Context: an optimization exercise on an open-source flow, tuned for small area. The choices shown serve that exercise and are no tape-out recipe.
RTL that was checked went through simulation tests only; none was proved equivalent to the original.
Power is estimated from default activity; no workload was simulated.

==> inputs of run B <==
==> flow/design.v <==
`timescale 1ns/1ps
`default_nettype none
module vis_accumulator (
  input  logic        vis_clock,
  input  logic        vis_reset,
  input  logic        rst_d,       
  input  logic        frame_end,   
  input  logic        sig_valid_i,
  input  logic [3:0]  sig_idata_i,
  input  logic [3:0]  sig_qdata_i,
  input  logic [5:0]  pend,        
  input  logic [5:0]  sel,         
  output logic [11:0] word_o       
);
  localparam logic [11:0] BASE_A = {2'd2, 2'd1, 2'd1, 2'd0, 2'd0, 2'd0};
  localparam logic [11:0] BASE_B = {2'd3, 2'd3, 2'd2, 2'd3, 2'd2, 2'd1};
  logic [5:0] inc_f;
  logic [5:0] inc_g;
  logic [5:0] cnt_f [6];
  logic [5:0] cnt_g [6];
  logic [3:0] x;
  assign x = sig_idata_i ^ sig_qdata_i;
  always_comb begin
    for (int k = 0; k < 6; k++) begin
      logic ai, aq, bi, bq, bw;
      ai = sig_idata_i[BASE_A[2*k +: 2]];
      aq = sig_qdata_i[BASE_A[2*k +: 2]];
      bi = sig_idata_i[BASE_B[2*k +: 2]];
      bq = sig_qdata_i[BASE_B[2*k +: 2]];
      bw = !x[BASE_A[2*k +: 2]] && x[BASE_B[2*k +: 2]];   
      inc_f[k] = sig_valid_i && !(aq ^ bq ^ bw);
      inc_g[k] = sig_valid_i && (ai ^ bi ^ bw);
    end
  end
  genvar gk;
  generate
    for (gk = 0; gk < 6; gk++) begin : g_base
      localparam int PW = (gk == 5) ? 4 : 3;
      logic [PW-1:0] pnd_f;
      logic [PW-1:0] pnd_g;
      logic          take;
      logic          hold;
      assign take = sel[gk] || rst_d;
      assign hold = pend[gk] && !sel[gk];
      always_ff @(posedge vis_clock) begin
        cnt_f[gk] <= (take ? 6'(pnd_f) : cnt_f[gk]) + 6'(inc_f[gk] && !hold);
        cnt_g[gk] <= (take ? 6'(pnd_g) : cnt_g[gk]) + 6'(inc_g[gk] && !hold);
        if (vis_reset || frame_end) begin
          pnd_f <= '0;
          pnd_g <= '0;
        end else begin
          pnd_f <= pnd_f + PW'(inc_f[gk] && pend[gk]);
          pnd_g <= pnd_g + PW'(inc_g[gk] && pend[gk]);
        end
      end
    end
  endgenerate
  always_comb begin
    word_o = '0;
    for (int k = 0; k < 6; k++) begin
      word_o = word_o | ({cnt_f[k], cnt_g[k]} & {12{sel[k]}});
    end
  end
endmodule
`default_nettype wire
`timescale 1ns/1ps
`default_nettype none
module vis_fifo (
  input  logic        vis_clock,
  input  logic        vis_reset,
  input  logic        wr_i,
  input  logic [12:0] word_i,
  input  logic        ready_i,
  output logic        valid_o,
  output logic [12:0] word_o,     
  output logic        overflow_o
);
  logic [12:0] sh [9];
  logic [3:0]  count;
  logic        full;
  logic        push;
  logic        pop;
  assign full    = count[3];   
  assign valid_o = (count != 4'd0);
  assign push    = wr_i && !full;
  assign pop     = valid_o && ready_i;
  assign word_o  = sh[count];
  always_ff @(posedge vis_clock) begin
    if (push) begin
      sh[0] <= word_i;
      for (int i = 1; i < 9; i++) sh[i] <= sh[i-1];
    end
  end
  always_ff @(posedge vis_clock) begin
    if (vis_reset) begin
      count      <= '0;
      overflow_o <= 1'b0;
    end else begin
      count <= count + 4'(push) - 4'(pop);
      if (wr_i && full) overflow_o <= 1'b1;
    end
  end
endmodule
`default_nettype wire
`timescale 1ns/1ps
`default_nettype none
module byte_serializer (
  input  logic        vis_clock,
  input  logic        vis_reset,
  input  logic        valid_i,
  input  logic [12:0] word_i,
  input  logic        m_tready_i,
  output logic        ready_o,
  output logic        m_tvalid_o,
  output logic [7:0]  m_tdata_o,
  output logic        m_tlast_o
);
  logic        busy;
  logic [2:0]  idx;
  logic [11:0] sw;
  logic        slast;
  logic [6:0]  dv;
  assign ready_o = !busy;
  always_ff @(posedge vis_clock) begin
    if (vis_reset) begin
      busy <= 1'b0;
      idx  <= '0;
    end else if (valid_i && !busy) begin
      busy <= 1'b1;
      idx  <= '0;
    end else if (busy && m_tready_i) begin
      idx <= idx + 1'b1;
      if (idx == 3'd7) busy <= 1'b0;
    end
  end
  assign {sw, slast} = word_i;
  logic [6:0] sum;
  assign sum = {1'b0, sw[11:6]} + ({1'b0, sw[5:0]} ^ {7{idx[2]}}) + 7'(idx[2]);
  assign dv  = idx[2] ? sum : {sum[6:5] - 2'd1, sum[4:0]};
  assign m_tvalid_o = busy;
  assign m_tdata_o  = (idx[1:0] == 2'd0) ? {dv, 1'b0} : {8{dv[6]}};
  assign m_tlast_o  = busy && slast && (idx == 3'd7);
endmodule
`default_nettype wire
`timescale 1ns/1ps
`default_nettype none
module toy_correlator (
  input  logic       vis_clock,
  input  logic       vis_reset,
  input  logic       sig_valid_i,
  input  logic [3:0] sig_idata_i,
  input  logic [3:0] sig_qdata_i,
  input  logic       m_tready_i,
  output logic       vis_start_o,
  output logic       vis_frame_o,
  output logic       m_tvalid_o,
  output logic [7:0] m_tdata_o,
  output logic       m_tlast_o,
  output logic       vis_overflow_o
);
  logic [2:0] wcnt;      
  logic [1:0] blk;       
  logic       rst_d;     
  logic       block_done;
  logic       frame_end;
  assign block_done = sig_valid_i && (wcnt == 3'd7);
  assign frame_end  = block_done && (blk == 2'd3) && !vis_reset;
  always_ff @(posedge vis_clock) begin
    rst_d <= vis_reset;
    if (vis_reset) begin
      wcnt        <= '0;
      blk         <= '0;
      vis_start_o <= 1'b0;
      vis_frame_o <= 1'b0;
    end else begin
      if (sig_valid_i) wcnt <= wcnt + 1'b1;
      if (block_done) blk <= blk + 1'b1;
      vis_start_o <= block_done && !vis_frame_o;
      if (block_done) vis_frame_o <= 1'b1;
    end
  end
  logic [6:0] pend;
  logic [2:0] ph;
  logic       strobe;
  logic [5:0] sel;
  logic       wr;
  assign strobe = pend[6] && (ph == 3'd1);
  assign wr     = strobe && !pend[0];
  always_comb begin
    for (int k = 0; k < 6; k++) sel[k] = strobe && pend[k+1] && !pend[k];
  end
  always_ff @(posedge vis_clock) begin
    ph <= frame_end ? 3'd0 : ph + 1'b1;
    if (vis_reset) begin
      pend <= '0;
    end else if (frame_end) begin
      pend <= '1;
    end else if (strobe) begin
      pend <= {pend[5:0], 1'b0};
    end
  end
  logic [11:0] acc_word;
  logic        q_valid;
  logic        q_ready;
  logic [12:0] q_word;
  vis_accumulator u_accum (
    .vis_clock   (vis_clock),
    .vis_reset   (vis_reset),
    .rst_d       (rst_d),
    .frame_end   (frame_end),
    .sig_valid_i (sig_valid_i),
    .sig_idata_i (sig_idata_i),
    .sig_qdata_i (sig_qdata_i),
    .pend        (pend[6:1]),
    .sel         (sel),
    .word_o      (acc_word)
  );
  vis_fifo u_fifo (
    .vis_clock  (vis_clock),
    .vis_reset  (vis_reset),
    .wr_i       (wr),
    .word_i     ({acc_word, sel[5]}),
    .ready_i    (q_ready),
    .valid_o    (q_valid),
    .word_o     (q_word),
    .overflow_o (vis_overflow_o)
  );
  byte_serializer u_serializer (
    .vis_clock  (vis_clock),
    .vis_reset  (vis_reset),
    .valid_i    (q_valid),
    .word_i     (q_word),
    .m_tready_i (m_tready_i),
    .ready_o    (q_ready),
    .m_tvalid_o (m_tvalid_o),
    .m_tdata_o  (m_tdata_o),
    .m_tlast_o  (m_tlast_o)
  );
endmodule
`default_nettype wire
==> flow/flow/run.sh <==
#!/bin/bash
# Standard layout, with the smallest buffer on each port
set -euo pipefail
export BUFFER_PORTS_ARGS="-buffer_cell sky130_fd_sc_hd__buf_1"
bash standard.sh > standard.log 2>&1
==> flow/standard.sh <==
#!/bin/bash
# synth_recipe.tcl (not shown) runs the flow's synth.tcl, then flattens the netlist and writes it again
# the make line also repeats each setting of config.mk as NAME=value (left out here)
make -C /OpenROAD-flow-scripts/flow DESIGN_CONFIG=/design/flow/config.mk WORK_HOME=/design/flow/orfs CLKGATE_MAP_FILE= SYNTH_SCRIPT=/design/flow/synth_recipe.tcl "${@:-finish}"
==> flow/config.mk <==
export PLATFORM = sky130hd
export DESIGN_NAME = toy_correlator
export DESIGN_NICKNAME = toy_correlator
export VERILOG_FILES = /design/flow/design.v
export SDC_FILE = /design/flow/constraint.sdc
export NUM_CORES = 4
export LEC_CHECK = 0
export ABC_AREA = 1
export CAP_MARGIN = 20
export CORE_MARGIN = 2
export CORE_UTILIZATION = 70
export CTS_BUF_LIST = sky130_fd_sc_hd__clkbuf_16
export CTS_CLUSTER_DIAMETER = 100
export CTS_CLUSTER_SIZE = 30
export SLEW_MARGIN = 20
==> flow/constraint.sdc <==
create_clock -name core_clock -period 6.0 [get_ports {vis_clock}]
set_input_delay 1.2000 -clock core_clock [delete_from_list [all_inputs] [get_ports {vis_clock}]]
set_output_delay 1.2000 -clock core_clock [all_outputs]
set_load 0.01 [all_outputs]
==> inputs of run Y, as changes to run B <==
--- a/flow/design.v
+++ b/flow/design.v
@@ -20,7 +20,5 @@
   logic [5:0] cnt_g [6];
-  logic [3:0] x;
-  assign x = sig_idata_i ^ sig_qdata_i;
   always_comb begin
     for (int k = 0; k < 6; k++) begin
-      logic ai, aq, bi, bq, bw;
+      logic ai, aq, bi, bq, e;
       ai = sig_idata_i[BASE_A[2*k +: 2]];
@@ -29,5 +27,5 @@
       bq = sig_qdata_i[BASE_B[2*k +: 2]];
-      bw = !x[BASE_A[2*k +: 2]] && x[BASE_B[2*k +: 2]];   
-      inc_f[k] = sig_valid_i && !(aq ^ bq ^ bw);
-      inc_g[k] = sig_valid_i && (ai ^ bi ^ bw);
+      e  = bi ^ bq;
+      inc_f[k] = sig_valid_i && !(bi ^ (e ? ai : aq));
+      inc_g[k] = sig_valid_i && (e ? (aq ^ bq) : (ai ^ bi));
     end
@@ -67,3 +65,5 @@
 `default_nettype none
-module vis_fifo (
+module vis_fifo #(
+  parameter int W = 13
+) (
   input  logic        vis_clock,
@@ -71,9 +71,9 @@
   input  logic        wr_i,
-  input  logic [12:0] word_i,
+  input  logic [W-1:0] word_i,
   input  logic        ready_i,
   output logic        valid_o,
-  output logic [12:0] word_o,     
+  output logic [W-1:0] word_o,     
   output logic        overflow_o
 );
-  logic [12:0] sh [9];
+  logic [W-1:0] sh [9];
   logic [3:0]  count;
@@ -202,5 +202,16 @@
   logic [11:0] acc_word;
+  logic [10:0] acc_code;
   logic        q_valid;
   logic        q_ready;
+  logic [11:0] q_code;
   logic [12:0] q_word;
+  logic        x5, y5;
+  logic [4:0]  ca, cb;
+  assign x5       = acc_word[11];
+  assign y5       = acc_word[5];
+  assign acc_code = (x5 || y5) ? {1'b1, x5, y5, 3'b000, (y5 && !x5) ? acc_word[10:6] : acc_word[4:0]}
+                               : {1'b0, acc_word[10:6], acc_word[4:0]};
+  assign {ca, cb} = q_code[10:1];
+  assign q_word   = q_code[11] ? {ca[4], ca[4] ? 5'd0 : cb, ca[3], ca[3] ? 5'd0 : cb, q_code[0]}
+                               : {1'b0, ca, 1'b0, cb, q_code[0]};
   vis_accumulator u_accum (
@@ -217,3 +228,3 @@
   );
-  vis_fifo u_fifo (
+  vis_fifo #(.W(12)) u_fifo (
     .vis_clock  (vis_clock),
@@ -221,6 +232,6 @@
     .wr_i       (wr),
-    .word_i     ({acc_word, sel[5]}),
+    .word_i     ({acc_code, sel[5]}),
     .ready_i    (q_ready),
     .valid_o    (q_valid),
-    .word_o     (q_word),
+    .word_o     (q_code),
     .overflow_o (vis_overflow_o)
==> flow/run.sh (new file) <==
#!/bin/bash
# synth_recipe.tcl (not shown) runs the flow's synth.tcl, then flattens the netlist and writes it again
# the make line also repeats each setting of config.mk as NAME=value (left out here)
make -C /OpenROAD-flow-scripts/flow DESIGN_CONFIG=/design/flow/config.mk WORK_HOME=/design/flow/orfs CLKGATE_MAP_FILE= SYNTH_SCRIPT=/design/flow/synth_recipe.tcl finish
Settings changed: CORE_UTILIZATION 70 to 60, CTS_CLUSTER_DIAMETER 100 to 80, CTS_CLUSTER_SIZE 30 to 28.
removed: flow/flow/run.sh
removed: flow/standard.sh
==> inputs of run M, as changes to run B <==
==> flow/design.v, changed modules only <==
module vis_accumulator (
  input  logic        vis_clock,
  input  logic        vis_reset,
  input  logic        rst_d,       
  input  logic        frame_end,   
  input  logic        sig_valid_i,
  input  logic [3:0]  sig_idata_i,
  input  logic [3:0]  sig_qdata_i,
  input  logic [5:0]  pend,        
  input  logic [5:0]  sel,         
  output logic [11:0] word_o       
);
  localparam logic [11:0] BASE_A = {2'd2, 2'd1, 2'd1, 2'd0, 2'd0, 2'd0};
  localparam logic [11:0] BASE_B = {2'd3, 2'd3, 2'd2, 2'd3, 2'd2, 2'd1};
  logic [5:0] inc_f;
  logic [5:0] inc_g;
  logic [5:0] cnt_f [6];
  logic [5:0] cnt_g [6];
  always_comb begin
    for (int k = 0; k < 6; k++) begin
      logic ai, aq, bi, bq, e;
      ai = sig_idata_i[BASE_A[2*k +: 2]];
      aq = sig_qdata_i[BASE_A[2*k +: 2]];
      bi = sig_idata_i[BASE_B[2*k +: 2]];
      bq = sig_qdata_i[BASE_B[2*k +: 2]];
      e  = bi ^ bq;
      inc_f[k] = sig_valid_i && (bi ^ (e ? ai : aq));
      inc_g[k] = sig_valid_i && (e ? (aq ^ bq) : (ai ^ bi));
    end
  end
  genvar gk;
  generate
    for (gk = 0; gk < 6; gk++) begin : g_base
      localparam int PW = (gk == 5) ? 4 : 3;
      logic [PW-1:0] pnd_f;
      logic [PW-1:0] pnd_g;
      logic          take;
      logic          hold;
      assign take = sel[gk] || rst_d;
      assign hold = pend[gk] && !sel[gk];
      always_ff @(posedge vis_clock) begin
        cnt_f[gk] <= (take ? 6'(pnd_f) : cnt_f[gk]) + 6'(inc_f[gk] && !hold);
        cnt_g[gk] <= (take ? 6'(pnd_g) : cnt_g[gk]) + 6'(inc_g[gk] && !hold);
        if (vis_reset || frame_end) begin
          pnd_f <= '0;
          pnd_g <= '0;
        end else begin
          pnd_f <= pnd_f + PW'(inc_f[gk] && pend[gk]);
          pnd_g <= pnd_g + PW'(inc_g[gk] && pend[gk]);
        end
      end
    end
  endgenerate
  always_comb begin
    word_o = '0;
    for (int k = 0; k < 6; k++) begin
      word_o = word_o | ({cnt_f[k], cnt_g[k]} & {12{sel[k]}});
    end
  end
endmodule
module vis_fifo (
  input  logic        vis_clock,
  input  logic        vis_reset,
  input  logic        wr_i,
  input  logic [12:0] word_i,
  input  logic        ready_i,
  output logic        valid_o,
  output logic [12:0] word_o,
  output logic        overflow_o
);
  logic [12:0] mem [8];
  logic [2:0]  wp;
  logic [2:0]  rp;
  logic        full;
  logic        push;
  logic        pop;
  assign valid_o = full || (wp != rp);
  assign push    = wr_i && !full;
  assign pop     = valid_o && ready_i;
  assign word_o  = mem[rp];
  always_ff @(posedge vis_clock) begin
    if (push) mem[wp] <= word_i;
  end
  always_ff @(posedge vis_clock) begin
    if (vis_reset) begin
      wp         <= '0;
      rp         <= '0;
      full       <= 1'b0;
      overflow_o <= 1'b0;
    end else begin
      if (push) wp <= wp + 1'b1;
      if (pop) rp <= rp + 1'b1;
      full <= full ? !pop : (push && !pop && (3'(wp + 1'b1) == rp));
      if (wr_i && full) overflow_o <= 1'b1;
    end
  end
endmodule
module byte_serializer (
  input  logic        vis_clock,
  input  logic        vis_reset,
  input  logic        valid_i,
  input  logic [12:0] word_i,
  input  logic        m_tready_i,
  output logic        ready_o,
  output logic        m_tvalid_o,
  output logic [7:0]  m_tdata_o,
  output logic        m_tlast_o
);
  logic        busy;
  logic [2:0]  idx;
  logic [11:0] sw;
  logic        slast;
  logic [6:0]  dv;
  assign ready_o = !busy;
  always_ff @(posedge vis_clock) begin
    if (vis_reset) begin
      busy <= 1'b0;
      idx  <= '0;
    end else if (valid_i && !busy) begin
      busy <= 1'b1;
      idx  <= '0;
    end else if (busy && m_tready_i) begin
      idx <= idx + 1'b1;
      if (idx == 3'd7) busy <= 1'b0;
    end
  end
  always_ff @(posedge vis_clock) begin
    if (valid_i && !busy) {sw, slast} <= word_i;
  end
  assign dv = idx[2] ? (7'd32 - 7'(sw[11:6]) - 7'(sw[5:0]))
                     : (7'(sw[5:0]) - 7'(sw[11:6]));
  assign m_tvalid_o = busy;
  assign m_tdata_o  = (idx[1:0] == 2'd0) ? {dv, 1'b0} : {8{dv[6]}};
  assign m_tlast_o  = busy && slast && (idx == 3'd7);
endmodule
==> flow/run.sh (new file) <==
#!/bin/bash
# synth_recipe.tcl (not shown) runs the flow's synth.tcl, then flattens the netlist and writes it again
# the make line also repeats each setting of config.mk as NAME=value (left out here)
make -C /OpenROAD-flow-scripts/flow DESIGN_CONFIG=/design/flow/config.mk WORK_HOME=/design/flow/orfs CLKGATE_MAP_FILE= SYNTH_SCRIPT=/design/flow/synth_recipe.tcl finish
Settings changed: ABC_AREA 1 to default, CORE_UTILIZATION 70 to 60, CTS_CLUSTER_DIAMETER 100 to 80, CTS_CLUSTER_SIZE 30 to 25.
removed: flow/flow/run.sh
removed: flow/standard.sh
==> results.txt <==
| metric | run Y | run B | run M |
|---|---|---|---|
| Overall via count from detail_route | 8,024 | 7,847 | 7,480 |
| Count of flip-flops with a built-in enable after synthesis | 108 | 117 | 117 |
| Post-route core utilization | 66.3% | 75.8% | 65.9% |
| Part of the power in registers | 35.7% | 44.1% | 53.0% |
| Most frequently used cell type in the post-synthesis netlist | nand2_1 | - | dfxtp_1 |
| Endpoint of the worst register-to-register path | u_accum.cnt_f[2][5] | u_accum.cnt_f[1][4] | u_accum.cnt_g[5][4] |
| CTS clk-pin slew, worst paths | 0.11 ns | 0.12 ns | 0.09 ns |
| Non-Filler Cell Area, Final | 12,400 µm² | 12,100 µm² | 12,800 µm² |
| Register fraction of the total cell area | 48.1% | 51.7% | 49.3% |
| Portion of the layout cell area used by clock cells | 3.70% | 3.01% | 3.28% |
| M1 wire length | 10,700 µm | 9790 µm | 10,800 µm |
| Proportion of synthesized chip area in sequential cells | 52.1% | 54.8% | 53.2% |
| Result of the run | complete, no violations | complete, no violations | complete, no violations |
| Internal power contribution | 3250 µW | 2800 µW | 2750 µW |
| Main power group | combinational logic | registers | registers |
No functional check of the RTL was part of run Y and run M.

afterwards: timing with drivers on the ports:
In the flow no input, the clock included, has a driving cell. The finished layouts below were timed again as built, in two steps.
Step 1 assumes that a clkbuf_16 drives the clock port and a buf_2 every other input.
Step 2 times the ports against the registers' clock, not the clock port: input delays grow and output delays shrink by t, the midpoint of the rising clock arrivals with the driver on.
Three values: ideal, step 1, step 2; two values: the first two.
run	shift t [ns]	slack for setup (ns)	hold WS [ns]	slew at the worst register clock pin (ns)
run B	0.518	0.359 / 0.311 / 0.830	0.456 / 0.456 / 0.456	0.12 / 0.12
run Y	0.534	0.330 / 0.283 / 0.818	0.453 / 0.453 / 0.453	0.11 / 0.11
run M	0.526	1.486 / 1.439 / 1.965	0.465 / 0.465 / 0.465	0.10 / 0.10
After both steps every run listed still meets setup and hold.
